Context: an optimization exercise on an open-source flow, tuned for small area and a short achievable clock period. The choices shown serve that exercise and are no tape-out recipe.
Where RTL was checked, it was by simulation tests only, not by an equivalence proof against the original.
Only the layout flow was run in run 2; the RTL was not checked for function there.
Power and IR drop assume default switching activity.

==> flow/design.v (outline; a module is shown in full before it is edited, if it fits) <==
// module mag_fa: 10 lines
// module mag_hold: 8 lines
// module fft_mag_sq_frame: 719 lines
module fft_mag_sq_frame
#(
  parameter  int FFT_LEN = 64,
  localparam int IDX_W   = $clog2(FFT_LEN)
) (
  input  logic             aclk,
  input  logic             areset,
  input  logic [31:0]      slave_tdata,
  input  logic             slave_tvalid,
  output logic             slave_tready,
  output logic [31:0]      master_tdata,
  output logic             master_tvalid,
  input  logic             master_tready,
  output logic             master_tlast,
  output logic [IDX_W-1:0] peak_bin,
  output logic [31:0]      peak_mag,
  output logic             peak_valid
);
  // ...
==> flow/flow/run.sh <==
#!/bin/bash
set -euo pipefail
bash standard.sh \
  "BUFFER_PORTS_ARGS=-buffer_cell sky130_fd_sc_hd__buf_1" \
  "CTS_ARGS=-sink_clustering_enable -repair_clock_nets -sink_clustering_size 12 -sink_clustering_max_diameter 40 -buf_list sky130_fd_sc_hd__clkbuf_4 -dont_use_dummy_load" \
  finish > standard.log 2>&1
==> flow/standard.sh <==
#!/bin/bash
# synth_recipe.tcl (not shown) runs the flow's synth.tcl, then flattens the netlist and writes it again
# the make line also repeats each setting of config.mk as NAME=value (left out here)
make -C /OpenROAD-flow-scripts/flow DESIGN_CONFIG=/design/flow/config.mk WORK_HOME=/design/flow/orfs CLKGATE_MAP_FILE= SYNTH_SCRIPT=/design/flow/synth_recipe.tcl "${@:-finish}"
==> flow/config.mk <==
export PLATFORM = sky130hd
export DESIGN_NAME = fft_mag_sq_frame
export DESIGN_NICKNAME = fft_mag_sq_frame
export VERILOG_FILES = /design/flow/design.v
export SDC_FILE = /design/flow/constraint.sdc
export NUM_CORES = 4
export LEC_CHECK = 0
export ABC_CLOCK_PERIOD_IN_PS = 3000
export CAP_MARGIN = 20
export CORE_MARGIN = 2
export CORE_UTILIZATION = 40
export CTS_BUF_LIST = sky130_fd_sc_hd__clkbuf_4
export CTS_CLUSTER_DIAMETER = 40
export CTS_CLUSTER_SIZE = 12
export SETUP_SLACK_MARGIN = 3.75
export SLEW_MARGIN = 20
export SYNTH_HIERARCHICAL = 1
export SYNTH_MINIMUM_KEEP_SIZE = 0
export TNS_END_PERCENT = 5
==> flow/constraint.sdc <==
create_clock -name core_clock -period 7.0 [get_ports {aclk}]
set_input_delay 1.4000 -clock core_clock [delete_from_list [all_inputs] [get_ports {aclk}]]
set_output_delay 1.4000 -clock core_clock [all_outputs]
set_load 0.01 [all_outputs]
==> flow_summary.ini, run 1 <==
[run_status]
outcome = no timing/DRC/antenna violations

[synthesis]
synth_top_area_share_pct = 28.3
ys_ff_latch = 220
synth_area_mm2 = 0.0149
synth_edf_count = 140

[drt]
met2_length_um = 14600

[worst_setup_path]
arrival_ns = 3.72
critPathSlowestCell = dfxtp_2
critPathTopFamily = adder cells
critical_path.cell_chain = inv_1 > fa_1 > fa_1 > fa_1 > fa_1 > fa_1
cp-start-kind = flop
cp_num_buf_inv = 1
critical_path.max_fanout = 16
end_kind = flop
worstReg2RegStart = s1_im_r[8]

[power]
maxPowerGroup = combinational cells
finalPower_uw = 7440

[sta]
fin_skew_ns = 0.0862
tightestPinTransition_ns = 0.855
rsz0062_at_grt = yes
max_freq_mhz = 299

[global_routing]
use_met2_pct = 27.1
grt_pass1_vias = 9655

[die]
core_mm2 = 0.0366
dieWidth_um = 197

[finish]
multi_input_gates = 859

[clock_tree]
clk_pin_slew_ns = 0.11
==> module mag_hold, before the edit <==
module mag_hold (
  input  logic        en,
  input  logic [15:0] d,
  input  logic [15:0] q,
  output logic [15:0] y
);
  assign y = en ? d : q;
endmodule
==> run 2: changes to the inputs <==
==> flow/design.v (replaced) <==
package fft_stream_pkg;
  localparam int SAMPLE_W = 16;
endpackage
module mag_fa (
  input  logic a,
  input  logic b,
  input  logic c,
  output logic s,
  output logic co
);
  assign s  = a ^ b ^ c;
  assign co = (a & b) | (a & c) | (b & c);
endmodule
module mag_hold #(
  parameter int W = 16
) (
  input  logic         en,
  input  logic [W-1:0] d,
  input  logic [W-1:0] q,
  output logic [W-1:0] y
);
  assign y = en ? d : q;
endmodule
module fft_mag_sq_frame
#(
  parameter  int FFT_LEN = 64,
  localparam int IDX_W   = $clog2(FFT_LEN)
) (
  input  logic             aclk,
  input  logic             areset,
  input  logic [31:0]      slave_tdata,
  input  logic             slave_tvalid,
  output logic             slave_tready,
  output logic [31:0]      master_tdata,
  output logic             master_tvalid,
  input  logic             master_tready,
  output logic             master_tlast,
  output logic [IDX_W-1:0] peak_bin,
  output logic [31:0]      peak_mag,
  output logic             peak_valid
);
  localparam logic [IDX_W-1:0] LAST_IDX = IDX_W'(FFT_LEN - 1);
  logic             en_s, hs_s, first_s, last_s, upd_s;
  logic [15:0]      re_s, im_s, re_abs_s, im_abs_s, re_hold_s, im_hold_s;
  logic [31:0]      sum_s, mag_s;
  logic [15:0]      tree_a_s, tree_b_s;
  logic             s1_valid_r, s2_valid_r, s3_valid_r;
  logic [15:0]      s1_re_r, s1_im_r;
  logic [31:0]      s3_mag_r;
  logic [IDX_W-1:0] bin_cnt_r;
  logic [31:0]      run_max_r, peak_mag_r;
  logic [IDX_W-1:0] run_bin_r, peak_bin_r;
  logic             peak_valid_r;
  logic [19:0] pre_bits_s, pre_hold_s, s1_pre_r;
  wire qpa_5_6 = ~(re_abs_s[5] & re_abs_s[6]);
  wire qpb_5_6 = ~(im_abs_s[5] & im_abs_s[6]);
  wire qh0_s = ~(qpa_5_6 ^ qpb_5_6);
  wire qh0_c = qpa_5_6 | qpb_5_6;
  wire qpa_6_7 = ~(re_abs_s[6] & re_abs_s[7]);
  wire qpb_6_7 = ~(im_abs_s[6] & im_abs_s[7]);
  wire qpa_5_8 = ~(re_abs_s[5] & re_abs_s[8]);
  wire qf1_s, qf1_c;
  mag_fa u_qf1 (.a(qpa_6_7), .b(qpb_6_7), .c(qpa_5_8), .s(qf1_s), .co(qf1_c));
  wire qpb_5_8 = ~(im_abs_s[5] & im_abs_s[8]);
  wire qpa_4_9 = ~(re_abs_s[4] & re_abs_s[9]);
  wire qh2_s = ~(qpb_5_8 ^ qpa_4_9);
  wire qh2_c = qpb_5_8 | qpa_4_9;
  wire qpa_6_8 = ~(re_abs_s[6] & re_abs_s[8]);
  wire qpb_6_8 = ~(im_abs_s[6] & im_abs_s[8]);
  wire qpa_5_9 = ~(re_abs_s[5] & re_abs_s[9]);
  wire qf3_s, qf3_c;
  mag_fa u_qf3 (.a(qpa_6_8), .b(qpb_6_8), .c(qpa_5_9), .s(qf3_s), .co(qf3_c));
  wire qpb_5_9 = ~(im_abs_s[5] & im_abs_s[9]);
  wire qpa_4_10 = ~(re_abs_s[4] & re_abs_s[10]);
  wire qh4_s = ~(qpb_5_9 ^ qpa_4_10);
  wire qh4_c = qpb_5_9 | qpa_4_10;
  wire qpa_7_8 = ~(re_abs_s[7] & re_abs_s[8]);
  wire qpb_7_8 = ~(im_abs_s[7] & im_abs_s[8]);
  wire qpa_6_9 = ~(re_abs_s[6] & re_abs_s[9]);
  wire qf5_s, qf5_c;
  mag_fa u_qf5 (.a(qpa_7_8), .b(qpb_7_8), .c(qpa_6_9), .s(qf5_s), .co(qf5_c));
  wire qpb_6_9 = ~(im_abs_s[6] & im_abs_s[9]);
  wire qpa_5_10 = ~(re_abs_s[5] & re_abs_s[10]);
  wire qpb_5_10 = ~(im_abs_s[5] & im_abs_s[10]);
  wire qf6_s, qf6_c;
  mag_fa u_qf6 (.a(qpb_6_9), .b(qpa_5_10), .c(qpb_5_10), .s(qf6_s), .co(qf6_c));
  wire qpa_4_11 = ~(re_abs_s[4] & re_abs_s[11]);
  wire qpb_4_11 = ~(im_abs_s[4] & im_abs_s[11]);
  wire qh7_s = ~(qpa_4_11 ^ qpb_4_11);
  wire qh7_c = qpa_4_11 | qpb_4_11;
  wire qpa_7_9 = ~(re_abs_s[7] & re_abs_s[9]);
  wire qpb_7_9 = ~(im_abs_s[7] & im_abs_s[9]);
  wire qpa_6_10 = ~(re_abs_s[6] & re_abs_s[10]);
  wire qf8_s, qf8_c;
  mag_fa u_qf8 (.a(qpa_7_9), .b(qpb_7_9), .c(qpa_6_10), .s(qf8_s), .co(qf8_c));
  wire qpa_8_9 = ~(re_abs_s[8] & re_abs_s[9]);
  wire qpb_8_9 = ~(im_abs_s[8] & im_abs_s[9]);
  wire qpa_7_10 = ~(re_abs_s[7] & re_abs_s[10]);
  wire qf9_s, qf9_c;
  mag_fa u_qf9 (.a(qpa_8_9), .b(qpb_8_9), .c(qpa_7_10), .s(qf9_s), .co(qf9_c));
  assign pre_bits_s = {qf9_c, qf9_s, qf8_c, qf8_s, qh7_c, qh7_s, qf6_c, qf6_s, qf5_c, qf5_s, qh4_c, qh4_s, qf3_c, qf3_s, qh2_c, qh2_s, qf1_c, qf1_s, qh0_c, qh0_s};
  mag_hold #(.W(20)) u_pre_hold (.en(en_s), .d(pre_bits_s), .q(s1_pre_r), .y(pre_hold_s));
  always_ff @(posedge aclk) begin
    s1_pre_r <= pre_hold_s;
  end
  assign tree_a_s = s1_re_r;
  assign tree_b_s = s1_im_r;
  logic [75:0] tree_bits_s, s2_bits_r;
  wire ppa_0_1 = ~(tree_a_s[0] & tree_a_s[1]);
  wire ppb_0_1 = ~(tree_b_s[0] & tree_b_s[1]);
  wire ppa_0_2 = ~(tree_a_s[0] & tree_a_s[2]);
  wire ppb_0_2 = ~(tree_b_s[0] & tree_b_s[2]);
  wire ppa_0_3 = ~(tree_a_s[0] & tree_a_s[3]);
  wire ppa_1_2 = ~(tree_a_s[1] & tree_a_s[2]);
  wire ppb_0_3 = ~(tree_b_s[0] & tree_b_s[3]);
  wire ppb_1_2 = ~(tree_b_s[1] & tree_b_s[2]);
  wire ppa_0_4 = ~(tree_a_s[0] & tree_a_s[4]);
  wire ppa_1_3 = ~(tree_a_s[1] & tree_a_s[3]);
  wire ppb_0_4 = ~(tree_b_s[0] & tree_b_s[4]);
  wire ppb_1_3 = ~(tree_b_s[1] & tree_b_s[3]);
  wire ppa_0_5 = ~(tree_a_s[0] & tree_a_s[5]);
  wire ppa_1_4 = ~(tree_a_s[1] & tree_a_s[4]);
  wire ppa_2_3 = ~(tree_a_s[2] & tree_a_s[3]);
  wire ppb_0_5 = ~(tree_b_s[0] & tree_b_s[5]);
  wire ppb_1_4 = ~(tree_b_s[1] & tree_b_s[4]);
  wire ppb_2_3 = ~(tree_b_s[2] & tree_b_s[3]);
  wire ppa_0_6 = ~(tree_a_s[0] & tree_a_s[6]);
  wire ppa_1_5 = ~(tree_a_s[1] & tree_a_s[5]);
  wire ppa_2_4 = ~(tree_a_s[2] & tree_a_s[4]);
  wire ppb_0_6 = ~(tree_b_s[0] & tree_b_s[6]);
  wire ppb_1_5 = ~(tree_b_s[1] & tree_b_s[5]);
  wire ppb_2_4 = ~(tree_b_s[2] & tree_b_s[4]);
  wire ppa_0_7 = ~(tree_a_s[0] & tree_a_s[7]);
  wire ppa_1_6 = ~(tree_a_s[1] & tree_a_s[6]);
  wire ppa_2_5 = ~(tree_a_s[2] & tree_a_s[5]);
  wire ppa_3_4 = ~(tree_a_s[3] & tree_a_s[4]);
  wire ppb_0_7 = ~(tree_b_s[0] & tree_b_s[7]);
  wire ppb_1_6 = ~(tree_b_s[1] & tree_b_s[6]);
  wire ppb_2_5 = ~(tree_b_s[2] & tree_b_s[5]);
  wire ppb_3_4 = ~(tree_b_s[3] & tree_b_s[4]);
  wire ppa_0_8 = ~(tree_a_s[0] & tree_a_s[8]);
  wire ppa_1_7 = ~(tree_a_s[1] & tree_a_s[7]);
  wire ppa_2_6 = ~(tree_a_s[2] & tree_a_s[6]);
  wire ppa_3_5 = ~(tree_a_s[3] & tree_a_s[5]);
  wire ppb_0_8 = ~(tree_b_s[0] & tree_b_s[8]);
  wire ppb_1_7 = ~(tree_b_s[1] & tree_b_s[7]);
  wire ppb_2_6 = ~(tree_b_s[2] & tree_b_s[6]);
  wire ppb_3_5 = ~(tree_b_s[3] & tree_b_s[5]);
  wire ppa_0_9 = ~(tree_a_s[0] & tree_a_s[9]);
  wire ppa_1_8 = ~(tree_a_s[1] & tree_a_s[8]);
  wire ppa_2_7 = ~(tree_a_s[2] & tree_a_s[7]);
  wire ppa_3_6 = ~(tree_a_s[3] & tree_a_s[6]);
  wire ppa_4_5 = ~(tree_a_s[4] & tree_a_s[5]);
  wire ppb_0_9 = ~(tree_b_s[0] & tree_b_s[9]);
  wire ppb_1_8 = ~(tree_b_s[1] & tree_b_s[8]);
  wire ppb_2_7 = ~(tree_b_s[2] & tree_b_s[7]);
  wire ppb_3_6 = ~(tree_b_s[3] & tree_b_s[6]);
  wire ppb_4_5 = ~(tree_b_s[4] & tree_b_s[5]);
  wire ppa_0_10 = ~(tree_a_s[0] & tree_a_s[10]);
  wire ppa_1_9 = ~(tree_a_s[1] & tree_a_s[9]);
  wire ppa_2_8 = ~(tree_a_s[2] & tree_a_s[8]);
  wire ppa_3_7 = ~(tree_a_s[3] & tree_a_s[7]);
  wire ppa_4_6 = ~(tree_a_s[4] & tree_a_s[6]);
  wire ppb_0_10 = ~(tree_b_s[0] & tree_b_s[10]);
  wire ppb_1_9 = ~(tree_b_s[1] & tree_b_s[9]);
  wire ppb_2_8 = ~(tree_b_s[2] & tree_b_s[8]);
  wire ppb_3_7 = ~(tree_b_s[3] & tree_b_s[7]);
  wire ppb_4_6 = ~(tree_b_s[4] & tree_b_s[6]);
  wire ppa_0_11 = ~(tree_a_s[0] & tree_a_s[11]);
  wire ppa_1_10 = ~(tree_a_s[1] & tree_a_s[10]);
  wire ppa_2_9 = ~(tree_a_s[2] & tree_a_s[9]);
  wire ppa_3_8 = ~(tree_a_s[3] & tree_a_s[8]);
  wire ppa_4_7 = ~(tree_a_s[4] & tree_a_s[7]);
  wire ppb_0_11 = ~(tree_b_s[0] & tree_b_s[11]);
  wire ppb_1_10 = ~(tree_b_s[1] & tree_b_s[10]);
  wire ppb_2_9 = ~(tree_b_s[2] & tree_b_s[9]);
  wire ppb_3_8 = ~(tree_b_s[3] & tree_b_s[8]);
  wire ppb_4_7 = ~(tree_b_s[4] & tree_b_s[7]);
  wire ppa_0_12 = ~(tree_a_s[0] & tree_a_s[12]);
  wire ppa_1_11 = ~(tree_a_s[1] & tree_a_s[11]);
  wire ppa_2_10 = ~(tree_a_s[2] & tree_a_s[10]);
  wire ppa_3_9 = ~(tree_a_s[3] & tree_a_s[9]);
  wire ppa_4_8 = ~(tree_a_s[4] & tree_a_s[8]);
  wire ppa_5_7 = ~(tree_a_s[5] & tree_a_s[7]);
  wire ppb_0_12 = ~(tree_b_s[0] & tree_b_s[12]);
  wire ppb_1_11 = ~(tree_b_s[1] & tree_b_s[11]);
  wire ppb_2_10 = ~(tree_b_s[2] & tree_b_s[10]);
  wire ppb_3_9 = ~(tree_b_s[3] & tree_b_s[9]);
  wire ppb_4_8 = ~(tree_b_s[4] & tree_b_s[8]);
  wire ppb_5_7 = ~(tree_b_s[5] & tree_b_s[7]);
  wire ppa_0_13 = ~(tree_a_s[0] & tree_a_s[13]);
  wire ppa_1_12 = ~(tree_a_s[1] & tree_a_s[12]);
  wire ppa_2_11 = ~(tree_a_s[2] & tree_a_s[11]);
  wire ppa_3_10 = ~(tree_a_s[3] & tree_a_s[10]);
  wire ppb_0_13 = ~(tree_b_s[0] & tree_b_s[13]);
  wire ppb_1_12 = ~(tree_b_s[1] & tree_b_s[12]);
  wire ppb_2_11 = ~(tree_b_s[2] & tree_b_s[11]);
  wire ppb_3_10 = ~(tree_b_s[3] & tree_b_s[10]);
  wire ppb_4_9 = ~(tree_b_s[4] & tree_b_s[9]);
  wire ppa_0_14 = ~(tree_a_s[0] & tree_a_s[14]);
  wire ppa_1_13 = ~(tree_a_s[1] & tree_a_s[13]);
  wire ppa_2_12 = ~(tree_a_s[2] & tree_a_s[12]);
  wire ppa_3_11 = ~(tree_a_s[3] & tree_a_s[11]);
  wire ppb_0_14 = ~(tree_b_s[0] & tree_b_s[14]);
  wire ppb_1_13 = ~(tree_b_s[1] & tree_b_s[13]);
  wire ppb_2_12 = ~(tree_b_s[2] & tree_b_s[12]);
  wire ppb_3_11 = ~(tree_b_s[3] & tree_b_s[11]);
  wire ppb_4_10 = ~(tree_b_s[4] & tree_b_s[10]);
  wire ppa_1_14 = ~(tree_a_s[1] & tree_a_s[14]);
  wire ppa_2_13 = ~(tree_a_s[2] & tree_a_s[13]);
  wire ppa_3_12 = ~(tree_a_s[3] & tree_a_s[12]);
  wire ppb_1_14 = ~(tree_b_s[1] & tree_b_s[14]);
  wire ppb_2_13 = ~(tree_b_s[2] & tree_b_s[13]);
  wire ppb_3_12 = ~(tree_b_s[3] & tree_b_s[12]);
  wire ppa_2_14 = ~(tree_a_s[2] & tree_a_s[14]);
  wire ppa_3_13 = ~(tree_a_s[3] & tree_a_s[13]);
  wire ppa_4_12 = ~(tree_a_s[4] & tree_a_s[12]);
  wire ppa_5_11 = ~(tree_a_s[5] & tree_a_s[11]);
  wire ppb_2_14 = ~(tree_b_s[2] & tree_b_s[14]);
  wire ppb_3_13 = ~(tree_b_s[3] & tree_b_s[13]);
  wire ppb_4_12 = ~(tree_b_s[4] & tree_b_s[12]);
  wire ppb_5_11 = ~(tree_b_s[5] & tree_b_s[11]);
  wire ppb_6_10 = ~(tree_b_s[6] & tree_b_s[10]);
  wire ppa_3_14 = ~(tree_a_s[3] & tree_a_s[14]);
  wire ppa_4_13 = ~(tree_a_s[4] & tree_a_s[13]);
  wire ppa_5_12 = ~(tree_a_s[5] & tree_a_s[12]);
  wire ppa_6_11 = ~(tree_a_s[6] & tree_a_s[11]);
  wire ppb_3_14 = ~(tree_b_s[3] & tree_b_s[14]);
  wire ppb_4_13 = ~(tree_b_s[4] & tree_b_s[13]);
  wire ppb_5_12 = ~(tree_b_s[5] & tree_b_s[12]);
  wire ppb_6_11 = ~(tree_b_s[6] & tree_b_s[11]);
  wire ppb_7_10 = ~(tree_b_s[7] & tree_b_s[10]);
  wire ppa_4_14 = ~(tree_a_s[4] & tree_a_s[14]);
  wire ppa_5_13 = ~(tree_a_s[5] & tree_a_s[13]);
  wire ppa_6_12 = ~(tree_a_s[6] & tree_a_s[12]);
  wire ppa_7_11 = ~(tree_a_s[7] & tree_a_s[11]);
  wire ppa_8_10 = ~(tree_a_s[8] & tree_a_s[10]);
  wire ppb_4_14 = ~(tree_b_s[4] & tree_b_s[14]);
  wire ppb_5_13 = ~(tree_b_s[5] & tree_b_s[13]);
  wire ppb_6_12 = ~(tree_b_s[6] & tree_b_s[12]);
  wire ppb_7_11 = ~(tree_b_s[7] & tree_b_s[11]);
  wire ppb_8_10 = ~(tree_b_s[8] & tree_b_s[10]);
  wire ppa_5_14 = ~(tree_a_s[5] & tree_a_s[14]);
  wire ppa_6_13 = ~(tree_a_s[6] & tree_a_s[13]);
  wire ppa_7_12 = ~(tree_a_s[7] & tree_a_s[12]);
  wire ppa_8_11 = ~(tree_a_s[8] & tree_a_s[11]);
  wire ppa_9_10 = ~(tree_a_s[9] & tree_a_s[10]);
  wire ppb_5_14 = ~(tree_b_s[5] & tree_b_s[14]);
  wire ppb_6_13 = ~(tree_b_s[6] & tree_b_s[13]);
  wire ppb_7_12 = ~(tree_b_s[7] & tree_b_s[12]);
  wire ppb_8_11 = ~(tree_b_s[8] & tree_b_s[11]);
  wire ppb_9_10 = ~(tree_b_s[9] & tree_b_s[10]);
  wire ppa_6_14 = ~(tree_a_s[6] & tree_a_s[14]);
  wire ppa_7_13 = ~(tree_a_s[7] & tree_a_s[13]);
  wire ppa_8_12 = ~(tree_a_s[8] & tree_a_s[12]);
  wire ppa_9_11 = ~(tree_a_s[9] & tree_a_s[11]);
  wire ppb_6_14 = ~(tree_b_s[6] & tree_b_s[14]);
  wire ppb_7_13 = ~(tree_b_s[7] & tree_b_s[13]);
  wire ppb_8_12 = ~(tree_b_s[8] & tree_b_s[12]);
  wire ppb_9_11 = ~(tree_b_s[9] & tree_b_s[11]);
  wire ppa_7_14 = ~(tree_a_s[7] & tree_a_s[14]);
  wire ppa_8_13 = ~(tree_a_s[8] & tree_a_s[13]);
  wire ppa_9_12 = ~(tree_a_s[9] & tree_a_s[12]);
  wire ppa_10_11 = ~(tree_a_s[10] & tree_a_s[11]);
  wire ppb_7_14 = ~(tree_b_s[7] & tree_b_s[14]);
  wire ppb_8_13 = ~(tree_b_s[8] & tree_b_s[13]);
  wire ppb_9_12 = ~(tree_b_s[9] & tree_b_s[12]);
  wire ppb_10_11 = ~(tree_b_s[10] & tree_b_s[11]);
  wire ppa_8_14 = ~(tree_a_s[8] & tree_a_s[14]);
  wire ppa_9_13 = ~(tree_a_s[9] & tree_a_s[13]);
  wire ppa_10_12 = ~(tree_a_s[10] & tree_a_s[12]);
  wire ppb_8_14 = ~(tree_b_s[8] & tree_b_s[14]);
  wire ppb_9_13 = ~(tree_b_s[9] & tree_b_s[13]);
  wire ppb_10_12 = ~(tree_b_s[10] & tree_b_s[12]);
  wire ppa_9_14 = ~(tree_a_s[9] & tree_a_s[14]);
  wire ppa_10_13 = ~(tree_a_s[10] & tree_a_s[13]);
  wire ppa_11_12 = ~(tree_a_s[11] & tree_a_s[12]);
  wire ppb_9_14 = ~(tree_b_s[9] & tree_b_s[14]);
  wire ppb_10_13 = ~(tree_b_s[10] & tree_b_s[13]);
  wire ppb_11_12 = ~(tree_b_s[11] & tree_b_s[12]);
  wire ppa_10_14 = ~(tree_a_s[10] & tree_a_s[14]);
  wire ppa_11_13 = ~(tree_a_s[11] & tree_a_s[13]);
  wire ppb_10_14 = ~(tree_b_s[10] & tree_b_s[14]);
  wire ppb_11_13 = ~(tree_b_s[11] & tree_b_s[13]);
  wire ppa_11_14 = ~(tree_a_s[11] & tree_a_s[14]);
  wire ppa_12_13 = ~(tree_a_s[12] & tree_a_s[13]);
  wire ppb_11_14 = ~(tree_b_s[11] & tree_b_s[14]);
  wire ppb_12_13 = ~(tree_b_s[12] & tree_b_s[13]);
  wire ppa_12_14 = ~(tree_a_s[12] & tree_a_s[14]);
  wire ppb_12_14 = ~(tree_b_s[12] & tree_b_s[14]);
  wire ppa_13_14 = ~(tree_a_s[13] & tree_a_s[14]);
  wire ppb_13_14 = ~(tree_b_s[13] & tree_b_s[14]);
  wire ha10_s = ~(~tree_a_s[4] ^ ~tree_b_s[4]);
  wire ha10_c = ~tree_a_s[4] | ~tree_b_s[4];
  wire fa11_s, fa11_c;
  mag_fa u_fa11 (.a(~tree_a_s[5]), .b(~tree_b_s[5]), .c(ppa_0_9), .s(fa11_s), .co(fa11_c));
  wire ha12_s = ~(ppa_1_8 ^ ppa_2_7);
  wire ha12_c = ppa_1_8 | ppa_2_7;
  wire fa13_s, fa13_c;
  mag_fa u_fa13 (.a(ppa_0_10), .b(ppa_1_9), .c(ppa_2_8), .s(fa13_s), .co(fa13_c));
  wire ha14_s = ~(ppa_3_7 ^ ppa_4_6);
  wire ha14_c = ppa_3_7 | ppa_4_6;
  wire fa15_s, fa15_c;
  mag_fa u_fa15 (.a(s1_pre_r[0]), .b(~tree_a_s[6]), .c(~tree_b_s[6]), .s(fa15_s), .co(fa15_c));
  wire fa16_s, fa16_c;
  mag_fa u_fa16 (.a(ppa_0_11), .b(ppa_1_10), .c(ppa_2_9), .s(fa16_s), .co(fa16_c));
  wire fa17_s, fa17_c;
  mag_fa u_fa17 (.a(ppa_3_8), .b(ppa_4_7), .c(ppb_0_11), .s(fa17_s), .co(fa17_c));
  wire fa18_s, fa18_c;
  mag_fa u_fa18 (.a(s1_pre_r[1]), .b(ppa_0_12), .c(ppa_1_11), .s(fa18_s), .co(fa18_c));
  wire fa19_s, fa19_c;
  mag_fa u_fa19 (.a(ppa_2_10), .b(ppa_3_9), .c(ppa_4_8), .s(fa19_s), .co(fa19_c));
  wire fa20_s, fa20_c;
  mag_fa u_fa20 (.a(ppa_5_7), .b(ppb_0_12), .c(ppb_1_11), .s(fa20_s), .co(fa20_c));
  wire ha21_s = ~(ppb_2_10 ^ ppb_3_9);
  wire ha21_c = ppb_2_10 | ppb_3_9;
  wire fa22_s, fa22_c;
  mag_fa u_fa22 (.a(s1_pre_r[2]), .b(s1_pre_r[4]), .c(~tree_a_s[7]), .s(fa22_s), .co(fa22_c));
  wire fa23_s, fa23_c;
  mag_fa u_fa23 (.a(~tree_b_s[7]), .b(ppa_0_13), .c(ppa_1_12), .s(fa23_s), .co(fa23_c));
  wire fa24_s, fa24_c;
  mag_fa u_fa24 (.a(ppa_2_11), .b(ppa_3_10), .c(ppb_0_13), .s(fa24_s), .co(fa24_c));
  wire fa25_s, fa25_c;
  mag_fa u_fa25 (.a(ppb_1_12), .b(ppb_2_11), .c(ppb_3_10), .s(fa25_s), .co(fa25_c));
  wire fa26_s, fa26_c;
  mag_fa u_fa26 (.a(s1_pre_r[3]), .b(s1_pre_r[5]), .c(s1_pre_r[6]), .s(fa26_s), .co(fa26_c));
  wire fa27_s, fa27_c;
  mag_fa u_fa27 (.a(s1_pre_r[8]), .b(ppa_0_14), .c(ppa_1_13), .s(fa27_s), .co(fa27_c));
  wire fa28_s, fa28_c;
  mag_fa u_fa28 (.a(ppa_2_12), .b(ppa_3_11), .c(ppb_0_14), .s(fa28_s), .co(fa28_c));
  wire fa29_s, fa29_c;
  mag_fa u_fa29 (.a(ppb_1_13), .b(ppb_2_12), .c(ppb_3_11), .s(fa29_s), .co(fa29_c));
  wire fa30_s, fa30_c;
  mag_fa u_fa30 (.a(s1_pre_r[7]), .b(s1_pre_r[9]), .c(s1_pre_r[10]), .s(fa30_s), .co(fa30_c));
  wire fa31_s, fa31_c;
  mag_fa u_fa31 (.a(s1_pre_r[12]), .b(s1_pre_r[14]), .c(~tree_a_s[8]), .s(fa31_s), .co(fa31_c));
  wire fa32_s, fa32_c;
  mag_fa u_fa32 (.a(~tree_b_s[8]), .b(ppa_1_14), .c(ppa_2_13), .s(fa32_s), .co(fa32_c));
  wire fa33_s, fa33_c;
  mag_fa u_fa33 (.a(ppa_3_12), .b(ppb_1_14), .c(ppb_2_13), .s(fa33_s), .co(fa33_c));
  wire fa34_s, fa34_c;
  mag_fa u_fa34 (.a(s1_pre_r[11]), .b(s1_pre_r[13]), .c(s1_pre_r[15]), .s(fa34_s), .co(fa34_c));
  wire fa35_s, fa35_c;
  mag_fa u_fa35 (.a(s1_pre_r[16]), .b(ppa_2_14), .c(ppa_3_13), .s(fa35_s), .co(fa35_c));
  wire fa36_s, fa36_c;
  mag_fa u_fa36 (.a(ppa_4_12), .b(ppa_5_11), .c(ppb_2_14), .s(fa36_s), .co(fa36_c));
  wire fa37_s, fa37_c;
  mag_fa u_fa37 (.a(ppb_3_13), .b(ppb_4_12), .c(ppb_5_11), .s(fa37_s), .co(fa37_c));
  wire fa38_s, fa38_c;
  mag_fa u_fa38 (.a(s1_pre_r[17]), .b(s1_pre_r[18]), .c(~tree_a_s[9]), .s(fa38_s), .co(fa38_c));
  wire fa39_s, fa39_c;
  mag_fa u_fa39 (.a(~tree_b_s[9]), .b(ppa_3_14), .c(ppa_4_13), .s(fa39_s), .co(fa39_c));
  wire fa40_s, fa40_c;
  mag_fa u_fa40 (.a(ppa_5_12), .b(ppa_6_11), .c(ppb_3_14), .s(fa40_s), .co(fa40_c));
  wire fa41_s, fa41_c;
  mag_fa u_fa41 (.a(ppb_4_13), .b(ppb_5_12), .c(ppb_6_11), .s(fa41_s), .co(fa41_c));
  wire fa42_s, fa42_c;
  mag_fa u_fa42 (.a(s1_pre_r[19]), .b(ppa_4_14), .c(ppa_5_13), .s(fa42_s), .co(fa42_c));
  wire fa43_s, fa43_c;
  mag_fa u_fa43 (.a(ppa_6_12), .b(ppa_7_11), .c(ppa_8_10), .s(fa43_s), .co(fa43_c));
  wire fa44_s, fa44_c;
  mag_fa u_fa44 (.a(ppb_4_14), .b(ppb_5_13), .c(ppb_6_12), .s(fa44_s), .co(fa44_c));
  wire fa45_s, fa45_c;
  mag_fa u_fa45 (.a(~tree_a_s[10]), .b(~tree_b_s[10]), .c(ppa_5_14), .s(fa45_s), .co(fa45_c));
  wire fa46_s, fa46_c;
  mag_fa u_fa46 (.a(ppa_6_13), .b(ppa_7_12), .c(ppa_8_11), .s(fa46_s), .co(fa46_c));
  wire fa47_s, fa47_c;
  mag_fa u_fa47 (.a(ppa_9_10), .b(ppb_5_14), .c(ppb_6_13), .s(fa47_s), .co(fa47_c));
  wire fa48_s, fa48_c;
  mag_fa u_fa48 (.a(ppa_6_14), .b(ppa_7_13), .c(ppa_8_12), .s(fa48_s), .co(fa48_c));
  wire fa49_s, fa49_c;
  mag_fa u_fa49 (.a(~tree_a_s[11]), .b(~tree_b_s[11]), .c(ppa_7_14), .s(fa49_s), .co(fa49_c));
  wire fa50_s, fa50_c;
  mag_fa u_fa50 (.a(~tree_a_s[3]), .b(~tree_b_s[3]), .c(ppa_0_5), .s(fa50_s), .co(fa50_c));
  wire ha51_s = ~(ppa_0_6 ^ ppa_1_5);
  wire ha51_c = ppa_0_6 | ppa_1_5;
  wire fa52_s, fa52_c;
  mag_fa u_fa52 (.a(ppa_0_7), .b(ppa_1_6), .c(ppa_2_5), .s(fa52_s), .co(fa52_c));
  wire fa53_s, fa53_c;
  mag_fa u_fa53 (.a(ppa_3_4), .b(ppb_0_7), .c(ppb_1_6), .s(fa53_s), .co(fa53_c));
  wire fa54_s, fa54_c;
  mag_fa u_fa54 (.a(ppa_0_8), .b(ppa_1_7), .c(ppa_2_6), .s(fa54_s), .co(fa54_c));
  wire fa55_s, fa55_c;
  mag_fa u_fa55 (.a(ppa_3_5), .b(ppb_0_8), .c(ppb_1_7), .s(fa55_s), .co(fa55_c));
  wire ha56_s = ~(ppb_2_6 ^ ppb_3_5);
  wire ha56_c = ppb_2_6 | ppb_3_5;
  wire fa57_s, fa57_c;
  mag_fa u_fa57 (.a(ppa_3_6), .b(ppa_4_5), .c(ppb_0_9), .s(fa57_s), .co(fa57_c));
  wire fa58_s, fa58_c;
  mag_fa u_fa58 (.a(ppb_1_8), .b(ppb_2_7), .c(ppb_3_6), .s(fa58_s), .co(fa58_c));
  wire fa59_s, fa59_c;
  mag_fa u_fa59 (.a(ppb_4_5), .b(ha12_s), .c(fa11_s), .s(fa59_s), .co(fa59_c));
  wire fa60_s, fa60_c;
  mag_fa u_fa60 (.a(ppb_0_10), .b(ppb_1_9), .c(ppb_2_8), .s(fa60_s), .co(fa60_c));
  wire fa61_s, fa61_c;
  mag_fa u_fa61 (.a(ppb_3_7), .b(ppb_4_6), .c(ha12_c), .s(fa61_s), .co(fa61_c));
  wire fa62_s, fa62_c;
  mag_fa u_fa62 (.a(ha14_s), .b(fa11_c), .c(fa13_s), .s(fa62_s), .co(fa62_c));
  wire fa63_s, fa63_c;
  mag_fa u_fa63 (.a(ppb_1_10), .b(ppb_2_9), .c(ppb_3_8), .s(fa63_s), .co(fa63_c));
  wire fa64_s, fa64_c;
  mag_fa u_fa64 (.a(ppb_4_7), .b(ha14_c), .c(fa15_s), .s(fa64_s), .co(fa64_c));
  wire fa65_s, fa65_c;
  mag_fa u_fa65 (.a(fa13_c), .b(fa16_s), .c(fa17_s), .s(fa65_s), .co(fa65_c));
  wire fa66_s, fa66_c;
  mag_fa u_fa66 (.a(ppb_4_8), .b(ppb_5_7), .c(ha21_s), .s(fa66_s), .co(fa66_c));
  wire fa67_s, fa67_c;
  mag_fa u_fa67 (.a(fa15_c), .b(fa16_c), .c(fa17_c), .s(fa67_s), .co(fa67_c));
  wire fa68_s, fa68_c;
  mag_fa u_fa68 (.a(fa18_s), .b(fa19_s), .c(fa20_s), .s(fa68_s), .co(fa68_c));
  wire fa69_s, fa69_c;
  mag_fa u_fa69 (.a(ppb_4_9), .b(ha21_c), .c(fa22_s), .s(fa69_s), .co(fa69_c));
  wire fa70_s, fa70_c;
  mag_fa u_fa70 (.a(fa18_c), .b(fa19_c), .c(fa20_c), .s(fa70_s), .co(fa70_c));
  wire fa71_s, fa71_c;
  mag_fa u_fa71 (.a(fa23_s), .b(fa24_s), .c(fa25_s), .s(fa71_s), .co(fa71_c));
  wire fa72_s, fa72_c;
  mag_fa u_fa72 (.a(ppb_4_10), .b(fa22_c), .c(fa26_s), .s(fa72_s), .co(fa72_c));
  wire fa73_s, fa73_c;
  mag_fa u_fa73 (.a(fa23_c), .b(fa24_c), .c(fa25_c), .s(fa73_s), .co(fa73_c));
  wire fa74_s, fa74_c;
  mag_fa u_fa74 (.a(fa27_s), .b(fa28_s), .c(fa29_s), .s(fa74_s), .co(fa74_c));
  wire fa75_s, fa75_c;
  mag_fa u_fa75 (.a(ppb_3_12), .b(fa26_c), .c(fa30_s), .s(fa75_s), .co(fa75_c));
  wire fa76_s, fa76_c;
  mag_fa u_fa76 (.a(fa31_s), .b(fa27_c), .c(fa28_c), .s(fa76_s), .co(fa76_c));
  wire fa77_s, fa77_c;
  mag_fa u_fa77 (.a(fa29_c), .b(fa32_s), .c(fa33_s), .s(fa77_s), .co(fa77_c));
  wire fa78_s, fa78_c;
  mag_fa u_fa78 (.a(ppb_6_10), .b(fa30_c), .c(fa31_c), .s(fa78_s), .co(fa78_c));
  wire fa79_s, fa79_c;
  mag_fa u_fa79 (.a(fa34_s), .b(fa32_c), .c(fa33_c), .s(fa79_s), .co(fa79_c));
  wire fa80_s, fa80_c;
  mag_fa u_fa80 (.a(fa35_s), .b(fa36_s), .c(fa37_s), .s(fa80_s), .co(fa80_c));
  wire fa81_s, fa81_c;
  mag_fa u_fa81 (.a(ppb_7_10), .b(fa34_c), .c(fa38_s), .s(fa81_s), .co(fa81_c));
  wire fa82_s, fa82_c;
  mag_fa u_fa82 (.a(fa35_c), .b(fa36_c), .c(fa37_c), .s(fa82_s), .co(fa82_c));
  wire fa83_s, fa83_c;
  mag_fa u_fa83 (.a(fa39_s), .b(fa40_s), .c(fa41_s), .s(fa83_s), .co(fa83_c));
  wire fa84_s, fa84_c;
  mag_fa u_fa84 (.a(ppb_7_11), .b(ppb_8_10), .c(fa38_c), .s(fa84_s), .co(fa84_c));
  wire fa85_s, fa85_c;
  mag_fa u_fa85 (.a(fa39_c), .b(fa40_c), .c(fa41_c), .s(fa85_s), .co(fa85_c));
  wire fa86_s, fa86_c;
  mag_fa u_fa86 (.a(fa42_s), .b(fa43_s), .c(fa44_s), .s(fa86_s), .co(fa86_c));
  wire fa87_s, fa87_c;
  mag_fa u_fa87 (.a(ppb_7_12), .b(ppb_8_11), .c(ppb_9_10), .s(fa87_s), .co(fa87_c));
  wire fa88_s, fa88_c;
  mag_fa u_fa88 (.a(fa42_c), .b(fa43_c), .c(fa44_c), .s(fa88_s), .co(fa88_c));
  wire fa89_s, fa89_c;
  mag_fa u_fa89 (.a(fa45_s), .b(fa46_s), .c(fa47_s), .s(fa89_s), .co(fa89_c));
  wire fa90_s, fa90_c;
  mag_fa u_fa90 (.a(ppa_9_11), .b(ppb_6_14), .c(ppb_7_13), .s(fa90_s), .co(fa90_c));
  wire fa91_s, fa91_c;
  mag_fa u_fa91 (.a(ppb_8_12), .b(ppb_9_11), .c(fa45_c), .s(fa91_s), .co(fa91_c));
  wire fa92_s, fa92_c;
  mag_fa u_fa92 (.a(fa46_c), .b(fa47_c), .c(fa48_s), .s(fa92_s), .co(fa92_c));
  wire fa93_s, fa93_c;
  mag_fa u_fa93 (.a(ppa_8_13), .b(ppa_9_12), .c(ppa_10_11), .s(fa93_s), .co(fa93_c));
  wire fa94_s, fa94_c;
  mag_fa u_fa94 (.a(ppb_7_14), .b(ppb_8_13), .c(ppb_9_12), .s(fa94_s), .co(fa94_c));
  wire fa95_s, fa95_c;
  mag_fa u_fa95 (.a(ppb_10_11), .b(fa48_c), .c(fa49_s), .s(fa95_s), .co(fa95_c));
  wire fa96_s, fa96_c;
  mag_fa u_fa96 (.a(ppa_8_14), .b(ppa_9_13), .c(ppa_10_12), .s(fa96_s), .co(fa96_c));
  wire fa97_s, fa97_c;
  mag_fa u_fa97 (.a(ppb_8_14), .b(ppb_9_13), .c(ppb_10_12), .s(fa97_s), .co(fa97_c));
  wire fa98_s, fa98_c;
  mag_fa u_fa98 (.a(~tree_a_s[12]), .b(~tree_b_s[12]), .c(ppa_9_14), .s(fa98_s), .co(fa98_c));
  wire fa99_s, fa99_c;
  mag_fa u_fa99 (.a(ppa_10_13), .b(ppa_11_12), .c(ppb_9_14), .s(fa99_s), .co(fa99_c));
  wire fa100_s, fa100_c;
  mag_fa u_fa100 (.a(~tree_a_s[2]), .b(~tree_b_s[2]), .c(ppa_0_3), .s(fa100_s), .co(fa100_c));
  wire ha101_s = ~(ppa_0_4 ^ ppa_1_3);
  wire ha101_c = ppa_0_4 | ppa_1_3;
  wire fa102_s, fa102_c;
  mag_fa u_fa102 (.a(ppa_1_4), .b(ppa_2_3), .c(ppb_0_5), .s(fa102_s), .co(fa102_c));
  wire ha103_s = ~(ppb_1_4 ^ ppb_2_3);
  wire ha103_c = ppb_1_4 | ppb_2_3;
  wire fa104_s, fa104_c;
  mag_fa u_fa104 (.a(ppa_2_4), .b(ppb_0_6), .c(ppb_1_5), .s(fa104_s), .co(fa104_c));
  wire fa105_s, fa105_c;
  mag_fa u_fa105 (.a(ppb_2_4), .b(ha51_s), .c(fa50_c), .s(fa105_s), .co(fa105_c));
  wire fa106_s, fa106_c;
  mag_fa u_fa106 (.a(ppb_2_5), .b(ppb_3_4), .c(ha10_s), .s(fa106_s), .co(fa106_c));
  wire fa107_s, fa107_c;
  mag_fa u_fa107 (.a(ha51_c), .b(fa52_s), .c(fa53_s), .s(fa107_s), .co(fa107_c));
  wire fa108_s, fa108_c;
  mag_fa u_fa108 (.a(ha10_c), .b(ha56_s), .c(fa52_c), .s(fa108_s), .co(fa108_c));
  wire fa109_s, fa109_c;
  mag_fa u_fa109 (.a(fa53_c), .b(fa54_s), .c(fa55_s), .s(fa109_s), .co(fa109_c));
  wire fa110_s, fa110_c;
  mag_fa u_fa110 (.a(ha56_c), .b(fa54_c), .c(fa55_c), .s(fa110_s), .co(fa110_c));
  wire fa111_s, fa111_c;
  mag_fa u_fa111 (.a(fa57_s), .b(fa58_s), .c(fa59_s), .s(fa111_s), .co(fa111_c));
  wire fa112_s, fa112_c;
  mag_fa u_fa112 (.a(fa57_c), .b(fa58_c), .c(fa60_s), .s(fa112_s), .co(fa112_c));
  wire fa113_s, fa113_c;
  mag_fa u_fa113 (.a(fa61_s), .b(fa59_c), .c(fa62_s), .s(fa113_s), .co(fa113_c));
  wire fa114_s, fa114_c;
  mag_fa u_fa114 (.a(fa60_c), .b(fa63_s), .c(fa61_c), .s(fa114_s), .co(fa114_c));
  wire fa115_s, fa115_c;
  mag_fa u_fa115 (.a(fa64_s), .b(fa62_c), .c(fa65_s), .s(fa115_s), .co(fa115_c));
  wire fa116_s, fa116_c;
  mag_fa u_fa116 (.a(fa63_c), .b(fa66_s), .c(fa64_c), .s(fa116_s), .co(fa116_c));
  wire fa117_s, fa117_c;
  mag_fa u_fa117 (.a(fa67_s), .b(fa65_c), .c(fa68_s), .s(fa117_s), .co(fa117_c));
  wire fa118_s, fa118_c;
  mag_fa u_fa118 (.a(fa66_c), .b(fa67_c), .c(fa69_s), .s(fa118_s), .co(fa118_c));
  wire fa119_s, fa119_c;
  mag_fa u_fa119 (.a(fa70_s), .b(fa68_c), .c(fa71_s), .s(fa119_s), .co(fa119_c));
  wire fa120_s, fa120_c;
  mag_fa u_fa120 (.a(fa69_c), .b(fa70_c), .c(fa72_s), .s(fa120_s), .co(fa120_c));
  wire fa121_s, fa121_c;
  mag_fa u_fa121 (.a(fa73_s), .b(fa71_c), .c(fa74_s), .s(fa121_s), .co(fa121_c));
  wire fa122_s, fa122_c;
  mag_fa u_fa122 (.a(fa72_c), .b(fa73_c), .c(fa75_s), .s(fa122_s), .co(fa122_c));
  wire fa123_s, fa123_c;
  mag_fa u_fa123 (.a(fa76_s), .b(fa74_c), .c(fa77_s), .s(fa123_s), .co(fa123_c));
  wire fa124_s, fa124_c;
  mag_fa u_fa124 (.a(fa75_c), .b(fa78_s), .c(fa76_c), .s(fa124_s), .co(fa124_c));
  wire fa125_s, fa125_c;
  mag_fa u_fa125 (.a(fa79_s), .b(fa77_c), .c(fa80_s), .s(fa125_s), .co(fa125_c));
  wire fa126_s, fa126_c;
  mag_fa u_fa126 (.a(fa78_c), .b(fa79_c), .c(fa81_s), .s(fa126_s), .co(fa126_c));
  wire fa127_s, fa127_c;
  mag_fa u_fa127 (.a(fa82_s), .b(fa80_c), .c(fa83_s), .s(fa127_s), .co(fa127_c));
  wire fa128_s, fa128_c;
  mag_fa u_fa128 (.a(fa84_s), .b(fa81_c), .c(fa82_c), .s(fa128_s), .co(fa128_c));
  wire fa129_s, fa129_c;
  mag_fa u_fa129 (.a(fa85_s), .b(fa83_c), .c(fa86_s), .s(fa129_s), .co(fa129_c));
  wire fa130_s, fa130_c;
  mag_fa u_fa130 (.a(fa87_s), .b(fa84_c), .c(fa85_c), .s(fa130_s), .co(fa130_c));
  wire fa131_s, fa131_c;
  mag_fa u_fa131 (.a(fa88_s), .b(fa86_c), .c(fa89_s), .s(fa131_s), .co(fa131_c));
  wire fa132_s, fa132_c;
  mag_fa u_fa132 (.a(fa87_c), .b(fa90_s), .c(fa88_c), .s(fa132_s), .co(fa132_c));
  wire fa133_s, fa133_c;
  mag_fa u_fa133 (.a(fa91_s), .b(fa89_c), .c(fa92_s), .s(fa133_s), .co(fa133_c));
  wire fa134_s, fa134_c;
  mag_fa u_fa134 (.a(fa90_c), .b(fa93_s), .c(fa94_s), .s(fa134_s), .co(fa134_c));
  wire fa135_s, fa135_c;
  mag_fa u_fa135 (.a(fa91_c), .b(fa92_c), .c(fa95_s), .s(fa135_s), .co(fa135_c));
  wire fa136_s, fa136_c;
  mag_fa u_fa136 (.a(fa49_c), .b(fa93_c), .c(fa94_c), .s(fa136_s), .co(fa136_c));
  wire fa137_s, fa137_c;
  mag_fa u_fa137 (.a(fa96_s), .b(fa97_s), .c(fa95_c), .s(fa137_s), .co(fa137_c));
  wire fa138_s, fa138_c;
  mag_fa u_fa138 (.a(ppb_10_13), .b(ppb_11_12), .c(fa96_c), .s(fa138_s), .co(fa138_c));
  wire fa139_s, fa139_c;
  mag_fa u_fa139 (.a(fa97_c), .b(fa98_s), .c(fa99_s), .s(fa139_s), .co(fa139_c));
  wire fa140_s, fa140_c;
  mag_fa u_fa140 (.a(ppa_10_14), .b(ppa_11_13), .c(ppb_10_14), .s(fa140_s), .co(fa140_c));
  wire fa141_s, fa141_c;
  mag_fa u_fa141 (.a(ppb_11_13), .b(fa98_c), .c(fa99_c), .s(fa141_s), .co(fa141_c));
  wire fa142_s, fa142_c;
  mag_fa u_fa142 (.a(~tree_a_s[13]), .b(~tree_b_s[13]), .c(ppa_11_14), .s(fa142_s), .co(fa142_c));
  wire fa143_s, fa143_c;
  mag_fa u_fa143 (.a(ppa_12_13), .b(ppb_11_14), .c(ppb_12_13), .s(fa143_s), .co(fa143_c));
  wire ha144_s = ~(~tree_a_s[1] ^ ~tree_b_s[1]);
  wire ha144_c = ~tree_a_s[1] | ~tree_b_s[1];
  wire ha145_s = ~(ppa_1_2 ^ ppb_0_3);
  wire ha145_c = ppa_1_2 | ppb_0_3;
  wire fa146_s, fa146_c;
  mag_fa u_fa146 (.a(ppb_0_4), .b(ppb_1_3), .c(ha101_s), .s(fa146_s), .co(fa146_c));
  wire fa147_s, fa147_c;
  mag_fa u_fa147 (.a(ha101_c), .b(ha103_s), .c(fa102_s), .s(fa147_s), .co(fa147_c));
  wire fa148_s, fa148_c;
  mag_fa u_fa148 (.a(ha103_c), .b(fa102_c), .c(fa104_s), .s(fa148_s), .co(fa148_c));
  wire fa149_s, fa149_c;
  mag_fa u_fa149 (.a(fa104_c), .b(fa106_s), .c(fa105_c), .s(fa149_s), .co(fa149_c));
  wire fa150_s, fa150_c;
  mag_fa u_fa150 (.a(fa106_c), .b(fa108_s), .c(fa107_c), .s(fa150_s), .co(fa150_c));
  wire fa151_s, fa151_c;
  mag_fa u_fa151 (.a(fa108_c), .b(fa110_s), .c(fa109_c), .s(fa151_s), .co(fa151_c));
  wire fa152_s, fa152_c;
  mag_fa u_fa152 (.a(fa110_c), .b(fa112_s), .c(fa111_c), .s(fa152_s), .co(fa152_c));
  wire fa153_s, fa153_c;
  mag_fa u_fa153 (.a(fa112_c), .b(fa114_s), .c(fa113_c), .s(fa153_s), .co(fa153_c));
  wire fa154_s, fa154_c;
  mag_fa u_fa154 (.a(fa114_c), .b(fa116_s), .c(fa115_c), .s(fa154_s), .co(fa154_c));
  wire fa155_s, fa155_c;
  mag_fa u_fa155 (.a(fa116_c), .b(fa117_c), .c(fa118_s), .s(fa155_s), .co(fa155_c));
  wire fa156_s, fa156_c;
  mag_fa u_fa156 (.a(fa118_c), .b(fa120_s), .c(fa119_c), .s(fa156_s), .co(fa156_c));
  wire fa157_s, fa157_c;
  mag_fa u_fa157 (.a(fa120_c), .b(fa122_s), .c(fa121_c), .s(fa157_s), .co(fa157_c));
  wire fa158_s, fa158_c;
  mag_fa u_fa158 (.a(fa122_c), .b(fa124_s), .c(fa123_c), .s(fa158_s), .co(fa158_c));
  wire fa159_s, fa159_c;
  mag_fa u_fa159 (.a(fa124_c), .b(fa125_c), .c(fa126_s), .s(fa159_s), .co(fa159_c));
  wire fa160_s, fa160_c;
  mag_fa u_fa160 (.a(fa128_s), .b(fa126_c), .c(fa127_c), .s(fa160_s), .co(fa160_c));
  wire fa161_s, fa161_c;
  mag_fa u_fa161 (.a(fa128_c), .b(fa130_s), .c(fa129_c), .s(fa161_s), .co(fa161_c));
  wire fa162_s, fa162_c;
  mag_fa u_fa162 (.a(fa130_c), .b(fa132_s), .c(fa131_c), .s(fa162_s), .co(fa162_c));
  wire fa163_s, fa163_c;
  mag_fa u_fa163 (.a(fa134_s), .b(fa132_c), .c(fa133_c), .s(fa163_s), .co(fa163_c));
  wire fa164_s, fa164_c;
  mag_fa u_fa164 (.a(fa136_s), .b(fa134_c), .c(fa135_c), .s(fa164_s), .co(fa164_c));
  wire fa165_s, fa165_c;
  mag_fa u_fa165 (.a(fa136_c), .b(fa138_s), .c(fa139_s), .s(fa165_s), .co(fa165_c));
  wire fa166_s, fa166_c;
  mag_fa u_fa166 (.a(fa140_s), .b(fa138_c), .c(fa141_s), .s(fa166_s), .co(fa166_c));
  wire fa167_s, fa167_c;
  mag_fa u_fa167 (.a(fa140_c), .b(fa142_s), .c(fa143_s), .s(fa167_s), .co(fa167_c));
  wire fa168_s, fa168_c;
  mag_fa u_fa168 (.a(ppa_12_14), .b(ppb_12_14), .c(fa142_c), .s(fa168_s), .co(fa168_c));
  wire fa169_s, fa169_c;
  mag_fa u_fa169 (.a(~tree_a_s[14]), .b(~tree_b_s[14]), .c(ppa_13_14), .s(fa169_s), .co(fa169_c));
  wire ha170_s = ~(ppa_0_1 ^ ppb_0_1);
  wire ha170_c = ppa_0_1 | ppb_0_1;
  wire fa171_s, fa171_c;
  mag_fa u_fa171 (.a(ppa_0_2), .b(ppb_0_2), .c(ha144_c), .s(fa171_s), .co(fa171_c));
  wire fa172_s, fa172_c;
  mag_fa u_fa172 (.a(ppb_1_2), .b(ha145_s), .c(fa100_s), .s(fa172_s), .co(fa172_c));
  wire fa173_s, fa173_c;
  mag_fa u_fa173 (.a(ha145_c), .b(fa100_c), .c(fa146_s), .s(fa173_s), .co(fa173_c));
  wire fa174_s, fa174_c;
  mag_fa u_fa174 (.a(fa50_s), .b(fa146_c), .c(fa147_s), .s(fa174_s), .co(fa174_c));
  wire fa175_s, fa175_c;
  mag_fa u_fa175 (.a(fa105_s), .b(fa147_c), .c(fa148_s), .s(fa175_s), .co(fa175_c));
  wire fa176_s, fa176_c;
  mag_fa u_fa176 (.a(fa148_c), .b(fa107_s), .c(fa149_s), .s(fa176_s), .co(fa176_c));
  wire fa177_s, fa177_c;
  mag_fa u_fa177 (.a(fa109_s), .b(fa149_c), .c(fa150_s), .s(fa177_s), .co(fa177_c));
  wire lo178_s = ~(~tree_a_s[0] ^ ~tree_b_s[0]);
  wire lo178_c = ~tree_a_s[0] | ~tree_b_s[0];
  wire lo179_s = ~(ha170_s ^ ha144_s);
  wire lo179_c = ha170_s | ha144_s;
  wire lo180_s, lo180_c;
  mag_fa u_lo180 (.a(fa171_s), .b(ha170_c), .c(lo179_c), .s(lo180_s), .co(lo180_c));
  wire lo181_s, lo181_c;
  mag_fa u_lo181 (.a(fa172_s), .b(fa171_c), .c(lo180_c), .s(lo181_s), .co(lo181_c));
  wire lo182_s, lo182_c;
  mag_fa u_lo182 (.a(fa173_s), .b(fa172_c), .c(lo181_c), .s(lo182_s), .co(lo182_c));
  assign tree_bits_s = {lo182_c, ~tree_b_s[15], ~tree_a_s[15], fa169_c, fa168_c, fa169_s, ppb_13_14, fa167_c, fa168_s, fa143_c, fa166_c, fa167_s, fa141_c, fa166_s, fa165_c, fa139_c, fa164_c, fa165_s, fa137_c, fa164_s, fa163_c, fa137_s, fa163_s, fa162_c, fa135_s, fa162_s, fa161_c, fa133_s, fa161_s, fa160_c, fa131_s, fa160_s, fa159_c, fa129_s, fa159_s, fa158_c, fa127_s, fa158_s, fa157_c, fa125_s, fa157_s, fa156_c, fa123_s, fa156_s, fa155_c, fa121_s, fa155_s, fa154_c, fa119_s, fa154_s, fa153_c, fa117_s, fa153_s, fa152_c, fa115_s, fa152_s, fa113_s, fa151_c, fa177_c, fa111_s, fa151_s, fa150_c, fa176_c, fa177_s, fa175_c, fa176_s, fa174_c, fa175_s, fa173_c, fa174_s, lo182_s, lo181_s, lo180_s, lo179_s, lo178_c, lo178_s};
  assign en_s         = master_tready && !areset;
  assign slave_tready = master_tready;
  assign re_s     = slave_tdata[15:0];
  assign im_s     = slave_tdata[31:16];
  assign re_abs_s = re_s[15] ? (~re_s + 16'd1) : re_s;
  assign im_abs_s = im_s[15] ? (~im_s + 16'd1) : im_s;
  always_ff @(posedge aclk) begin
    if (areset) begin
      s1_valid_r <= 1'b0;
      s2_valid_r <= 1'b0;
      s3_valid_r <= 1'b0;
    end else if (en_s) begin
      s1_valid_r <= slave_tvalid;
      s2_valid_r <= s1_valid_r;
      s3_valid_r <= s2_valid_r;
    end
  end
  mag_hold u_re_hold (.en(en_s), .d(re_abs_s), .q(s1_re_r), .y(re_hold_s));
  mag_hold u_im_hold (.en(en_s), .d(im_abs_s), .q(s1_im_r), .y(im_hold_s));
  always_ff @(posedge aclk) begin
    s1_re_r <= re_hold_s;
    s1_im_r <= im_hold_s;
  end
  always_ff @(posedge aclk) begin
    if (en_s) begin
      s2_bits_r <= tree_bits_s;
      s3_mag_r  <= sum_s;
    end
  end
  wire pf183_s, pf183_c;
  mag_fa u_pf183 (.a(s2_bits_r[14]), .b(s2_bits_r[15]), .c(s2_bits_r[16]), .s(pf183_s), .co(pf183_c));
  wire pf184_s, pf184_c;
  mag_fa u_pf184 (.a(s2_bits_r[18]), .b(s2_bits_r[19]), .c(s2_bits_r[20]), .s(pf184_s), .co(pf184_c));
  wire pf185_s, pf185_c;
  mag_fa u_pf185 (.a(s2_bits_r[21]), .b(s2_bits_r[22]), .c(s2_bits_r[23]), .s(pf185_s), .co(pf185_c));
  wire pf186_s, pf186_c;
  mag_fa u_pf186 (.a(s2_bits_r[24]), .b(s2_bits_r[25]), .c(s2_bits_r[26]), .s(pf186_s), .co(pf186_c));
  wire pf187_s, pf187_c;
  mag_fa u_pf187 (.a(s2_bits_r[27]), .b(s2_bits_r[28]), .c(s2_bits_r[29]), .s(pf187_s), .co(pf187_c));
  wire pf188_s, pf188_c;
  mag_fa u_pf188 (.a(s2_bits_r[30]), .b(s2_bits_r[31]), .c(s2_bits_r[32]), .s(pf188_s), .co(pf188_c));
  wire pf189_s, pf189_c;
  mag_fa u_pf189 (.a(s2_bits_r[33]), .b(s2_bits_r[34]), .c(s2_bits_r[35]), .s(pf189_s), .co(pf189_c));
  wire pf190_s, pf190_c;
  mag_fa u_pf190 (.a(s2_bits_r[36]), .b(s2_bits_r[37]), .c(s2_bits_r[38]), .s(pf190_s), .co(pf190_c));
  wire pf191_s, pf191_c;
  mag_fa u_pf191 (.a(s2_bits_r[39]), .b(s2_bits_r[40]), .c(s2_bits_r[41]), .s(pf191_s), .co(pf191_c));
  wire pf192_s, pf192_c;
  mag_fa u_pf192 (.a(s2_bits_r[42]), .b(s2_bits_r[43]), .c(s2_bits_r[44]), .s(pf192_s), .co(pf192_c));
  wire pf193_s, pf193_c;
  mag_fa u_pf193 (.a(s2_bits_r[45]), .b(s2_bits_r[46]), .c(s2_bits_r[47]), .s(pf193_s), .co(pf193_c));
  wire pf194_s, pf194_c;
  mag_fa u_pf194 (.a(s2_bits_r[48]), .b(s2_bits_r[49]), .c(s2_bits_r[50]), .s(pf194_s), .co(pf194_c));
  wire pf195_s, pf195_c;
  mag_fa u_pf195 (.a(s2_bits_r[51]), .b(s2_bits_r[52]), .c(s2_bits_r[53]), .s(pf195_s), .co(pf195_c));
  wire pf196_s, pf196_c;
  mag_fa u_pf196 (.a(s2_bits_r[54]), .b(s2_bits_r[55]), .c(s2_bits_r[56]), .s(pf196_s), .co(pf196_c));
  wire pf197_s, pf197_c;
  mag_fa u_pf197 (.a(s2_bits_r[57]), .b(s2_bits_r[58]), .c(s2_bits_r[59]), .s(pf197_s), .co(pf197_c));
  wire pf198_s, pf198_c;
  mag_fa u_pf198 (.a(s2_bits_r[60]), .b(s2_bits_r[61]), .c(s2_bits_r[62]), .s(pf198_s), .co(pf198_c));
  wire pf199_s, pf199_c;
  mag_fa u_pf199 (.a(s2_bits_r[63]), .b(s2_bits_r[64]), .c(s2_bits_r[65]), .s(pf199_s), .co(pf199_c));
  wire pf200_s, pf200_c;
  mag_fa u_pf200 (.a(s2_bits_r[66]), .b(s2_bits_r[67]), .c(s2_bits_r[68]), .s(pf200_s), .co(pf200_c));
  wire pf201_s, pf201_c;
  mag_fa u_pf201 (.a(s2_bits_r[69]), .b(s2_bits_r[70]), .c(s2_bits_r[71]), .s(pf201_s), .co(pf201_c));
  assign sum_s[5:0] = ~{s2_bits_r[5], s2_bits_r[4], s2_bits_r[3], s2_bits_r[2], s2_bits_r[1], s2_bits_r[0]};
  assign sum_s[31:6] = ~({1'b1, s2_bits_r[73], s2_bits_r[72], pf201_s, pf200_s, pf199_s, pf198_s, pf197_s, pf196_s, pf195_s, pf194_s, pf193_s, pf192_s, pf191_s, pf190_s, pf189_s, pf188_s, pf187_s, pf186_s, pf185_s, pf184_s, pf183_s, s2_bits_r[12], s2_bits_r[10], s2_bits_r[8], s2_bits_r[6]} + {1'b1, s2_bits_r[74], pf201_c, pf200_c, pf199_c, pf198_c, pf197_c, pf196_c, pf195_c, pf194_c, pf193_c, pf192_c, pf191_c, pf190_c, pf189_c, pf188_c, pf187_c, pf186_c, pf185_c, pf184_c, pf183_c, s2_bits_r[17], s2_bits_r[13], s2_bits_r[11], s2_bits_r[9], s2_bits_r[7]} + 26'(s2_bits_r[75]));
  assign mag_s = s3_mag_r;
  assign hs_s    = s3_valid_r && master_tready;
  assign first_s = (bin_cnt_r == {IDX_W{1'b0}});
  assign last_s  = (bin_cnt_r == LAST_IDX);
  always_ff @(posedge aclk) begin
    if (areset) begin
      bin_cnt_r <= {IDX_W{1'b0}};
    end else if (hs_s) begin
      bin_cnt_r <= bin_cnt_r + IDX_W'(1);
    end
  end
  assign upd_s = first_s || (mag_s > run_max_r);
  always_ff @(posedge aclk) begin
    if (hs_s && upd_s) begin
      run_max_r <= mag_s;
      run_bin_r <= bin_cnt_r;
    end
  end
  always_ff @(posedge aclk) begin
    if (peak_valid_r) begin
      peak_mag_r <= run_max_r;
      peak_bin_r <= run_bin_r;
    end
  end
  always_ff @(posedge aclk) begin
    if (areset) begin
      peak_valid_r <= 1'b0;
    end else begin
      peak_valid_r <= hs_s && last_s;
    end
  end
  assign master_tvalid = s3_valid_r;
  assign master_tdata  = mag_s;
  assign master_tlast  = last_s;
  assign peak_bin      = peak_valid_r ? run_bin_r : peak_bin_r;
  assign peak_mag      = peak_valid_r ? run_max_r : peak_mag_r;
  assign peak_valid    = peak_valid_r;
endmodule
==> flow/flow/run.sh (replaced) <==
#!/bin/bash
set -euo pipefail
bash standard.sh \
  "BUFFER_PORTS_ARGS=-buffer_cell sky130_fd_sc_hd__buf_1" \
  "CTS_ARGS=-sink_clustering_enable -repair_clock_nets -sink_clustering_size 16 -sink_clustering_max_diameter 50 -buf_list sky130_fd_sc_hd__clkbuf_8 -dont_use_dummy_load" \
  finish > standard.log 2>&1
==> flow/config.mk (replaced) <==
export PLATFORM = sky130hd
export DESIGN_NAME = fft_mag_sq_frame
export DESIGN_NICKNAME = fft_mag_sq_frame
export VERILOG_FILES = /design/flow/design.v
export SDC_FILE = /design/flow/constraint.sdc
export NUM_CORES = 4
export LEC_CHECK = 0
export ABC_CLOCK_PERIOD_IN_PS = 3000
export CAP_MARGIN = 20
export CORE_MARGIN = 2
export CORE_UTILIZATION = 55
export CTS_BUF_LIST = sky130_fd_sc_hd__clkbuf_8
export CTS_CLUSTER_DIAMETER = 50
export CTS_CLUSTER_SIZE = 16
export SETUP_SLACK_MARGIN = 3.9
export SLEW_MARGIN = 20
export SYNTH_HIERARCHICAL = 1
export SYNTH_MINIMUM_KEEP_SIZE = 0
export TNS_END_PERCENT = 5
==> flow_summary.ini, run 2 <==
[worst_setup_path]
end_kind = flop
critical_path.cell_chain = buf_6 > or3_4 > or4_4 > or4_4 > buf_12 > o31ai_4 > xnor2_1 > and2_1 > ha_1 > inv_1 > mux2_4
cp_common_cell = or4_4
cp_num_buf_inv = 3
critPathSlowestCell = or4_4
cp-start-kind = input port
crit_path_max_incr_delay_ns = 0.47
path_class = input port to flop
required_ns = 7.42
arrival_ns = 3.87
critPathTopFamily = simple AND/OR/NAND/NOR gates
critical_path.max_fanout = 3

[place]
placed_cells = 1707
port_buffers = 109
gp_routability_congestion = 0.860
dp_hpwl_um = 23900

[sta]
tightestPinTransition_ns = 1.13
tns_ns = 0
slew_viol_final = 0
fin_skew_ns = 0.0477
hold_violations = 0
rsz0062_at_grt = yes
fin_hold_ws_ns = 0.457
slew_headroom_pct = 24.8
max_freq_mhz = 289
setup_violations = 0
finalCriticalPeriod_ns = 3.46
period_share_pct = 49.4

[drt]
drtIter0Drc = 489
via_per_inst = 5.43
num_vias = 9475
route.detailed.drc = 0
ant_nets = 0
drt-pass1-iter-count = 5
totalWireLength_um = 32100
wire_per_inst_um = 18.4

[clock_tree]
cts-htree-levels = 1
clk_pin_slew_ns = 0.08
root_buffer = clkbuf_8
tritoncts_num_sinks = 246
tritoncts = yes
clock_path_buffers = 3
cts_buffers = 28
clock_latency_ns = 0.58

[synthesis]
ys_ff_latch = 246
synth_top_area_share_pct = 27.9
synth_edf_count = 146
syn_nets = 1568
ys_top_cells_by_area = edfxtp_1 28%, fa_1 24%, dfxtp_1 13%
synth.most_common_cell = nand2_1
ys_types = 57
async_flop_share_pct = 0
synth_top_area_cell = edfxtp_1
synth_simple_gate_area_share_pct = 9.05
yosys.area_share.adder_pct = 29.9
yosysSeqAreaShare_pct = 40.6
synthCells = 1268
syn_avg_cell_area_um2 = 12.4
synth_warnings = 7
synth_common_cells = 217 x nand2_1, 187 x fa_1, 146 x edfxtp_1
synthFlopType = edfxtp_1
synth_top_family_by_area = adder cells
synth_area_mm2 = 0.0157
synthXorXnorAreaFrac_pct = 2.84
synth-compound-area-share_pct = 5.53
synthMuxAreaShare_pct = 7.66

[finish]
layout_commonest_cell = nand2_1
final_util_pct = 61.0
fin_cells = 1745
largest_register_ffs = 76
n_antenna_cell = 0
top_register = s2_bits_r
final_cell_mix = 212 x nand2_1, 187 x fa_1, 146 x edfxtp_1, 114 x inv_1, 106 x buf_1
drive_gt1_share_pct = 11.6
fill_cells = 2343
syn_to_final_growth_pct = 8.43
nNetsFinal = 1669

[hold_path]
hold_class = flop to flop

[power]
p_per_area_mw_per_mm2 = 467
leakagePower_uw = 0.00648
ir_drop_mv = 0.202
finalPower_uw = 7970

[global_routing]
gr-usage-all-layers_pct = 22.0
grt_max_degree = 161
grt_pass1_vias = 9883
antenna_found_initial = 0
overflow = 0
grt_first_pass_wirelength_um = 52700

[die]
io_pins = 110
initial_core_util_pct = 56.3
dieHeight_um = 173
dieArea_mm2 = 0.0300
dieWidth_um = 173
core_mm2 = 0.0279
placementRows = 61

[run_status]
outcome = no timing/DRC/antenna violations

[job]
drv_cap = 0
## run 2: repair_timing
item | CTS | global route
setup endpoints to repair | 86 | 110
hold buffers | 0 | 0
pin swaps | 2 | 11
setup buffers | 6 | 4
resized for setup | 11 | 20
## run 2: worst reg2reg max path, cell delays in order (launching register included)
cell	delay [ns]
dfxtp_1	0.84
nand2_1	0.17
fa_1	0.53
fa_1	0.50
fa_1	0.42
fa_1	0.51
## run 2: Yosys stat by module (local to each module, per instance), a selection
module	times used	cell area [µm²]	flip-flops and latches
fft_mag_sq_frame	1	11200	246
mag_hold	2	249	0
mag_fa	185	20.0	0
## run 2: power breakdown
group | switching (µW) | internal, µW
Sequential | 380 | 2290
Clock | 447 | 352
Combinational | 2460 | 2040
## run 2: final timing paths
path | start | endpoint | slack [ns] | cells after the start
max | slave_tdata[20] | s1_pre_r[14] | 3.54 | 11
min | s1_im_r[15] | s2_bits_r[74] | 0.46 | 1
max reg2reg | s1_re_r[12] | s2_bits_r[29] | 3.74 | 5
min reg2reg | s1_im_r[15] | s2_bits_r[74] | 0.46 | 1
## run 2: layout make-up
type                    count  area, µm²  area share (%)
multi-input cells         858       8810            51.7
flip-flops and latches    246       6390            37.5
repair buffers            121        556            3.26
well taps                 378        473            2.77
inverters                 114        428            2.51
clock buffers              28        385            2.26
## run 2: metrics by stage
step	instance area (µm²)	setup slack [ns]
after detailed placement	16400	2.78
after CTS	16900	3.60
final	17000	3.54
after global placement	16400	2.85
after global routing	17000	3.49
after floorplan	15800	2.94
## run 2: metal layers
layer  track usage [%]  up-vias  wire [µm]
li1                  -     4448          -
met1              30.6     4688      14300
met2              36.2      278      15200
met3              3.45       61       1850
met4              6.32        0        819
met5                 0        -          0
## run 2: cells by family (layout without fill, tap and decap cells)
logic type | count (synthesis) | after routing
and+or+nand+nor | 321 | 321
adders and majority gates | 264 | 264
DFF | 246 | 246
buffers and inverters | 164 | 263
AOI/OAI and AO/OA | 128 | 128
muxes | 94 | 94
xor gates and xnor gates | 51 | 51

==> what the ideal ports hide <==
The results above use ideal ports. As a check the final layouts listed here were re-extracted and re-timed, cells and wires unchanged.
Step 1 assumes that a clkbuf_16 drives the clock port and a buf_2 every other input.
Step 2 times the ports against the registers' clock, not the clock port: input delays grow and output delays shrink by t, the midpoint of the rising clock arrivals with the driver on.
Slacks: ideal ports / drivers / drivers and shift; pairs: ideal ports / drivers.
run	shift t [ns]	slack for setup (ns)
run 1	0.669	3.659 / 3.660 / 3.402
run 2	0.601	3.544 / 3.560 / 2.959
After both steps setup and hold are still met in every run listed.
